Source: an optimization exercise on an open RTL-to-GDS flow (aim: small area, a short achievable clock period and few clock cycles per item). Production flows keep margins and buffers that such runs may drop. In this exercise RTL edits were held to simulation tests only and were not proved equivalent to the original.

--- config.mk ---
export PLATFORM = sky130hd
export DESIGN_NAME = outlier_rejecting_moving_average_core
export DESIGN_NICKNAME = outlier_rejecting_moving_average_core
export VERILOG_FILES = /design/flow/design.v
export SDC_FILE = /design/flow/constraint.sdc
export NUM_CORES = 4
export LEC_CHECK = 0
export CAP_MARGIN = 20
export CORE_MARGIN = 2
export CORE_UTILIZATION = 40
export SLEW_MARGIN = 20
--- constraint.sdc ---
create_clock -name core_clock -period 8.0 [get_ports {clk}]
set_input_delay 1.6000 -clock core_clock [delete_from_list [all_inputs] [get_ports {clk}]]
set_output_delay 1.6000 -clock core_clock [all_outputs]
set_load 0.01 [all_outputs]
--- design.v ---
`timescale 1ns / 1ps
`default_nettype none
package orma_pkg;
	localparam int WINDOW      = 10;
	localparam int SAMPLE_BITS = 12;
endpackage
`default_nettype wire
`timescale 1ns / 1ps
`default_nettype none
module outlier_rejecting_moving_average_core (
	input  logic        clk,
	input  logic        arst_n,
	input  logic        in_valid,
	output logic        in_ready,
	input  logic [11:0] in_sample,
	output logic        out_valid,
	input  logic        out_ready,
	output logic [11:0] out_filtered,
	output logic        out_held
);
	localparam int WIN = 10;
	logic adv;
	assign adv      = !out_valid || out_ready;
	assign in_ready = adv;
	logic v0, v1, v2, v3, v4, v5, v6, v7;
	logic [11:0]    h_q [WIN];
	logic [WIN-1:0] hv_q;
	logic [11:0] s0_q, s1_q, s2_q, s3_q;
	logic [15:0] sum_q;
	logic [11:0] a_q;
	logic [12:0] u_q;
	logic [11:0] l_q;
	logic [WIN-1:0] f_q;
	logic [15:0] t_q;
	logic [3:0]  c5_q, c6_q, c7_q;
	logic [3:0]  r6_q, r7_q;
	logic [11:0] d6_q, d7_q;
	always_ff @(posedge clk or negedge arst_n) begin
		if (!arst_n) begin
			v0 <= 1'b0; v1 <= 1'b0; v2 <= 1'b0; v3 <= 1'b0;
			v4 <= 1'b0; v5 <= 1'b0; v6 <= 1'b0; v7 <= 1'b0;
		end else if (adv) begin
			v0 <= in_valid; v1 <= v0; v2 <= v1; v3 <= v2;
			v4 <= v3; v5 <= v4; v6 <= v5; v7 <= v6;
		end
	end
	logic [1:0]  m;
	logic [11:0] old_s;
	assign m = 2'(v1) + 2'(v2) + 2'(v3);
	always_comb begin
		case (m)
			2'd0: old_s = hv_q[0] ? h_q[0] : 12'd0;
			2'd1: old_s = hv_q[1] ? h_q[1] : 12'd0;
			2'd2: old_s = hv_q[2] ? h_q[2] : 12'd0;
			default: old_s = hv_q[3] ? h_q[3] : 12'd0;
		endcase
	end
	always_ff @(posedge clk or negedge arst_n) begin
		if (!arst_n) begin
			sum_q <= '0;
			hv_q  <= '0;
		end else if (adv) begin
			if (v0) begin
				sum_q <= sum_q + {4'd0, s0_q} - {4'd0, old_s};
			end
			if (v3) begin
				hv_q <= {1'b1, hv_q[WIN-1:1]};
			end
		end
	end
	logic [35:0] a_prod;
	assign a_prod = {20'd0, sum_q} * 36'd52429;
	logic [27:0] ad_prod, ac_prod;
	assign ad_prod = {16'd0, a_q} * 28'd6554;
	assign ac_prod = ({16'd0, a_q} + 28'd9) * 28'd6554;
	logic [WIN-1:0] f_d;
	always_comb begin
		for (int i = 0; i < WIN - 1; i++) begin
			f_d[i] = hv_q[i+1] && ({1'b0, h_q[i+1]} < u_q) && (h_q[i+1] > l_q);
		end
		f_d[WIN-1] = ({1'b0, s3_q} < u_q) && (s3_q > l_q);
	end
	logic [15:0] t_d;
	logic [3:0]  c_d;
	always_comb begin
		t_d = '0;
		c_d = '0;
		for (int i = 0; i < WIN; i++) begin
			t_d = t_d + (f_q[i] ? {4'd0, h_q[i]} : 16'd0);
			c_d = c_d + 4'(f_q[i]);
		end
	end
	function automatic logic [15:0] div4(input logic [15:0] rd, input logic [3:0] c);
		logic [3:0]  r;
		logic [11:0] d;
		logic [4:0]  t;
		r = rd[15:12];
		d = rd[11:0];
		for (int k = 0; k < 4; k++) begin
			t = {r, d[11]};
			if (t >= {1'b0, c}) begin
				r = 4'(t - {1'b0, c});
				d = {d[10:0], 1'b1};
			end else begin
				r = t[3:0];
				d = {d[10:0], 1'b0};
			end
		end
		div4 = {r, d};
	endfunction
	logic [15:0] q5_d, q6_d, q7_d;
	assign q5_d = div4(t_q, c5_q);
	assign q6_d = div4({r6_q, d6_q}, c6_q);
	assign q7_d = div4({r7_q, d7_q}, c7_q);
	always_ff @(posedge clk) begin
		if (adv) begin
			s0_q <= in_sample;
			s1_q <= s0_q;
			s2_q <= s1_q;
			s3_q <= s2_q;
			a_q  <= a_prod[30:19];
			u_q  <= {1'b0, a_q} + 13'(ad_prod[27:16]);
			l_q  <= a_q - 12'(ac_prod[27:16]);
			f_q  <= f_d;
			t_q  <= t_d;
			c5_q <= c_d;
			{r6_q, d6_q} <= q5_d;
			c6_q <= c5_q;
			{r7_q, d7_q} <= q6_d;
			c7_q <= c6_q;
		end
	end
	always_ff @(posedge clk) begin
		if (adv && v3) begin
			for (int i = 0; i < WIN - 1; i++) begin
				h_q[i] <= h_q[i+1];
			end
			h_q[WIN-1] <= s3_q;
		end
	end
	always_ff @(posedge clk or negedge arst_n) begin
		if (!arst_n) begin
			out_valid    <= 1'b0;
			out_filtered <= '0;
			out_held     <= 1'b0;
		end else if (adv) begin
			out_valid <= v7;
			if (v7) begin
				out_held <= (c7_q == 4'd0);
				if (c7_q != 4'd0) begin
					out_filtered <= q7_d[11:0];
				end
			end
		end
	end
endmodule
`default_nettype wire
--- run.sh ---
#!/bin/bash
# synth_recipe.tcl (not shown) runs the flow's synth.tcl, then flattens the netlist and writes it again
# the make line also repeats each setting of config.mk as NAME=value (left out here)
make -C /OpenROAD-flow-scripts/flow DESIGN_CONFIG=/design/flow/config.mk WORK_HOME=/design/flow/orfs CLKGATE_MAP_FILE= SYNTH_SCRIPT=/design/flow/synth_recipe.tcl finish
==> results.rst <==
.. list-table::
   :header-rows: 1

   * - Metric
     - Value
   * - CTS Buf Count
     - 41
   * - Synth top area cells
     - sky130_fd_sc_hd__edfxtp_1 25%, sky130_fd_sc_hd__ha_1 25%, sky130_fd_sc_hd__fa_1 17%
   * - Sequential share of the synthesized area
     - 29.1%
   * - Worst Path Max Fanout
     - 8
   * - Die H
     - 289 um
   * - Worst hold path type
     - reg -> reg
   * - Number of resized instances in the post-cts repair step
     - 0
   * - Max Clock Freq
     - 0.135 GHz
   * - Clk Tree Root Cell
     - sky130_fd_sc_hd__clkbuf_16
   * - Gate count of the mapped netlist
     - 2,934
   * - Setup Fix Bufs, Post-CTS
     - 0
   * - Quantity of hold-fixing buffers added after cts
     - 0
   * - Largest delay contributor family on the critical path
     - adder cells
   * - Depth of the worst register-to-register path
     - 30
   * - Maximum clock path buffer count
     - 3
   * - DIE AREA
     - 0.0836 mm^2
   * - Drt total wl
     - 80.0 mm
   * - Destination of the worst register-to-register timing path
     - l_q[11]
   * - Final Setup Violations
     - 0
   * - Cell area after synthesis
     - 0.0325 mm^2
   * - Area share of the largest cell type after synthesis
     - 25.4%
   * - Top_reg_cell synth
     - sky130_fd_sc_hd__edfxtp_1
   * - Layout-stage area growth over the synthesis result
     - 9.40%
   * - Final net count
     - 3,945
   * - Setup crit start
     - a_q[1]
   * - Data required time at the worst endpoint
     - 8.31 ns
   * - Per-instance average area after synthesis
     - 11.1 um^2
   * - Slowest CP cell
     - sky130_fd_sc_hd__fa_1
   * - Number of antenna violations at the first check in global routing
     - 1
   * - Area leader, netlist
     - sky130_fd_sc_hd__edfxtp_1
   * - Worst Skew
     - 0.0296 ns
   * - Number of clock sinks
     - 323
   * - Number of synthesized register bits
     - 323
   * - H-tree Lvls
     - 2
   * - Overall routing resource usage
     - 19.8%
   * - Final Max Slew Viols
     - 0
   * - Number of maximum-capacitance violations
     - 0
   * - Run status
     - timing/DRC/antenna clean
   * - Clock period minus worst slack
     - 7.43 ns
   * - Tightest Pin Transition
     - 0.928 ns
   * - Final routed wire length divided by cell count
     - 19.5 um
   * - Biggest cell delay along the critical path
     - 0.56 ns
   * - DRT iter0 DRCs
     - 1,393
   * - Final HPWL DP
     - 63.6 mm
   * - Final TNS setup
     - 0 ns
   * - Layout cells sized above 1
     - 4.88%
   * - Final cell utilization of the core
     - 44.2%
   * - Unrepaired setup endpoints after global routing
     - false
   * - Pin count of the biggest net entering global routing
     - 92
   * - Core Region
     - 0.0805 mm^2
   * - Endpoint of the most critical setup path
     - l_q[11]
   * - Instance count on the critical path
     - 30
   * - Vias per inst
     - 5.27
   * - Final antenna diode count
     - 0
   * - Relative max-transition margin
     - 37.7%
   * - Share of async-settable or async-resettable flops after synthesis
     - 14.9%
   * - Clock Pin Slew Worst Setup and Hold Paths
     - 0.06 ns
   * - Std cell rows
     - 104
   * - Total congestion overflow
     - 0
   * - Clock latency of the later-clocked register in the worst-skew pair
     - 0.59 ns
   * - Reg-to-Reg Start
     - a_q[1]
   * - Top-level port count
     - 31
   * - Synthesized netlist net count
     - 3,877
   * - Classification of the worst setup path
     - reg -> reg
   * - Vias in the first global route
     - 22,027
   * - Count of flip-flops with a built-in enable after synthesis
     - 275
   * - Effective utilization at floorplan
     - 40.4%
   * - Number of unique standard cell types used by synthesis
     - 71
   * - DR DRC count
     - 0
   * - Critical path capture point type
     - register
   * - Count of buffers from port buffering
     - 30
   * - Final hold violations
     - 0
   * - Part of the cycle the worst path needs
     - 92.9%
   * - Warnings, synthesis
     - 2
   * - Hold wc startpoint
     - s2_q[4]
   * - Worst-case register-to-register setup slack
     - 0.57 ns
   * - Data arrival time of the critical path
     - 7.75 ns
   * - Count of buffer and inverter cells on the critical path
     - 7
   * - Worst hold slack across all endpoints
     - 0.413 ns
   * - Weighted congestion at the end of routability-driven global placement
     - 0.896
   * - Die extent in x
     - 289 um
   * - Via count of the routed design
     - 21,561
   * - Wire length of the first global-routing pass
     - 126 mm
   * - First-pass detailed-route iteration total
     - 8
   * - Critical path startpoint category
     - register
   * - Routed Antenna Nets
     - 0
   * - TritonCTS clock tree
     - built
## cells in the mapped netlist (5+ instances only)
library cell               number
sky130_fd_sc_hd__or3_1          6
sky130_fd_sc_hd__nand4_1       29
sky130_fd_sc_hd__o31ai_1        5
sky130_fd_sc_hd__a21o_1       126
sky130_fd_sc_hd__o21bai_1      12
sky130_fd_sc_hd__fa_1         284
sky130_fd_sc_hd__nand2b_1      42
sky130_fd_sc_hd__a211oi_1      21
sky130_fd_sc_hd__a21oi_1      159
sky130_fd_sc_hd__nand2_1      170
sky130_fd_sc_hd__a221oi_1       5
sky130_fd_sc_hd__xnor2_1       70
sky130_fd_sc_hd__ha_1         643
sky130_fd_sc_hd__mux2_2        33
sky130_fd_sc_hd__xor2_1        41
sky130_fd_sc_hd__o221a_2        5
sky130_fd_sc_hd__o21ai_0       97
sky130_fd_sc_hd__nand4b_1       8
sky130_fd_sc_hd__nand3_1       25
sky130_fd_sc_hd__a311oi_1       5
sky130_fd_sc_hd__or2_2          6
sky130_fd_sc_hd__nor3_1        22
sky130_fd_sc_hd__nor2_1        83
sky130_fd_sc_hd__o221ai_1       9
sky130_fd_sc_hd__clkbuf_1      29
sky130_fd_sc_hd__dfrtp_1       48
sky130_fd_sc_hd__and2_1        54
sky130_fd_sc_hd__and3_1        11
sky130_fd_sc_hd__mux2i_1       15
sky130_fd_sc_hd__inv_1        453
sky130_fd_sc_hd__a31oi_1       16
sky130_fd_sc_hd__nor2b_1       36
sky130_fd_sc_hd__o21a_1        15
sky130_fd_sc_hd__edfxtp_1     275
sky130_fd_sc_hd__o211ai_1       9
## logic make-up (layout without fill, tap and decap cells)
logic type      count (synthesis)  count (layout)  share of synthesized area, %
fa+ha+maj                     927             927                          42.2
compound gates                533             533                          10.7
simple gates                  505             505                          7.72
buf+inv                       486             587                          5.62
flops                         323             323                          29.1
xor+xnor                      111             111                          2.99
mux                            49              49                          1.65
## worst min path at each step
stage | end | slack [ns] | depth (start not counted)
finish | s3_q[4] | 0.41 | 0
global route | s2_q[8] | 0.42 | 0
CTS | s3_q[4] | 0.41 | 0
detailed placement | s2_q[11] | 0.40 | 0
global placement | d6_q[4] | 0.40 | 0
floorplan | d6_q[10] | 0.40 | 0
## placed cells by master, fill, tap and decap left out, types with 6 or more instances in the layout
master	n
sky130_fd_sc_hd__a211oi_1	21
sky130_fd_sc_hd__a21o_1	126
sky130_fd_sc_hd__a21oi_1	159
sky130_fd_sc_hd__a31oi_1	16
sky130_fd_sc_hd__and2_1	54
sky130_fd_sc_hd__and3_1	11
sky130_fd_sc_hd__buf_4	24
sky130_fd_sc_hd__clkbuf_1	13
sky130_fd_sc_hd__clkbuf_16	41
sky130_fd_sc_hd__clkdlybuf4s50_1	29
sky130_fd_sc_hd__dfrtp_1	48
sky130_fd_sc_hd__edfxtp_1	275
sky130_fd_sc_hd__fa_1	284
sky130_fd_sc_hd__ha_1	643
sky130_fd_sc_hd__inv_1	452
sky130_fd_sc_hd__mux2_2	33
sky130_fd_sc_hd__mux2i_1	15
sky130_fd_sc_hd__nand2_1	170
sky130_fd_sc_hd__nand2b_1	41
sky130_fd_sc_hd__nand3_1	25
sky130_fd_sc_hd__nand4_1	29
sky130_fd_sc_hd__nand4b_1	8
sky130_fd_sc_hd__nor2_1	83
sky130_fd_sc_hd__nor2b_1	34
sky130_fd_sc_hd__nor3_1	22
sky130_fd_sc_hd__o211ai_1	9
sky130_fd_sc_hd__o21a_1	15
sky130_fd_sc_hd__o21ai_0	96
sky130_fd_sc_hd__o21bai_1	12
sky130_fd_sc_hd__o221ai_1	9
sky130_fd_sc_hd__or2_2	6
sky130_fd_sc_hd__or3_1	6
sky130_fd_sc_hd__xnor2_1	70
sky130_fd_sc_hd__xor2_1	40
## state kept, by name, indices dropped and copies added, names as in the netlist, 13 cells and up
name and count:
t_q 16, h_q 120, u_q 13, sum_q 16
## stage by stage
step	std cells	worst slack [ns]	cell area (um^2)
2_1_floorplan	2934	0.843	32500
3_3_place_gp	4018	0.621	34200
3_5_place_dp	4018	0.429	34200
4_1_cts	4094	0.404	35600
5_1_grt	4095	0.00897	35600
6_report	4095	0.567	35600
## layer usage
layer | part of all wire, % | vias up | GRT usage (%)
li1 | - | 10403 | -
met1 | 46 | 10520 | 27.9
met2 | 45 | 532 | 31.5
met3 | 5.9 | 106 | 3.53
met4 | 2.8 | 0 | 5.40
met5 | 0 | - | 0
## cell type report
cell class,instances,area [um^2]
Fill cell,7583,45000
Multi-Input combinational cell,2125,21300
Sequential cell,323,9460
Inverter,455,1710
Tap cell,1060,1330
Clock buffer,59,1140
Timing Repair Buffer,56,510
Clock inverter,17,165
Testbench counts, summed over its fixed seeds: cycles 8,072, items 8,000.

afterwards: timing with drivers on the ports:
Ports are ideal in the flow. The routed layout listed here was re-timed in OpenROAD. Step 1 (the two cells are an assumption about what drives the block):
set clk [get_ports {clk}]
set_driving_cell -lib_cell sky130_fd_sc_hd__clkbuf_16 $clk
set_driving_cell -lib_cell sky130_fd_sc_hd__buf_2 [delete_from_list [all_inputs] $clk]
Step 2 moves the port delays by t, midway between the first and last clock arrival at a register: inputs arrive t later, outputs are due t later. That takes back most of the time a late clock gives input paths. a / b / c = ideal / step 1 / step 2; a / b = the first two.
t (ns): 0.641
setup WS [ns]: 0.567 / 0.567 / 0.567
pins driven straight from the clock port: 1
After both steps setup and hold are still met in this run. The setup slack of this run moves by 0.000 ns with the drivers and by 0.000 ns with both steps.
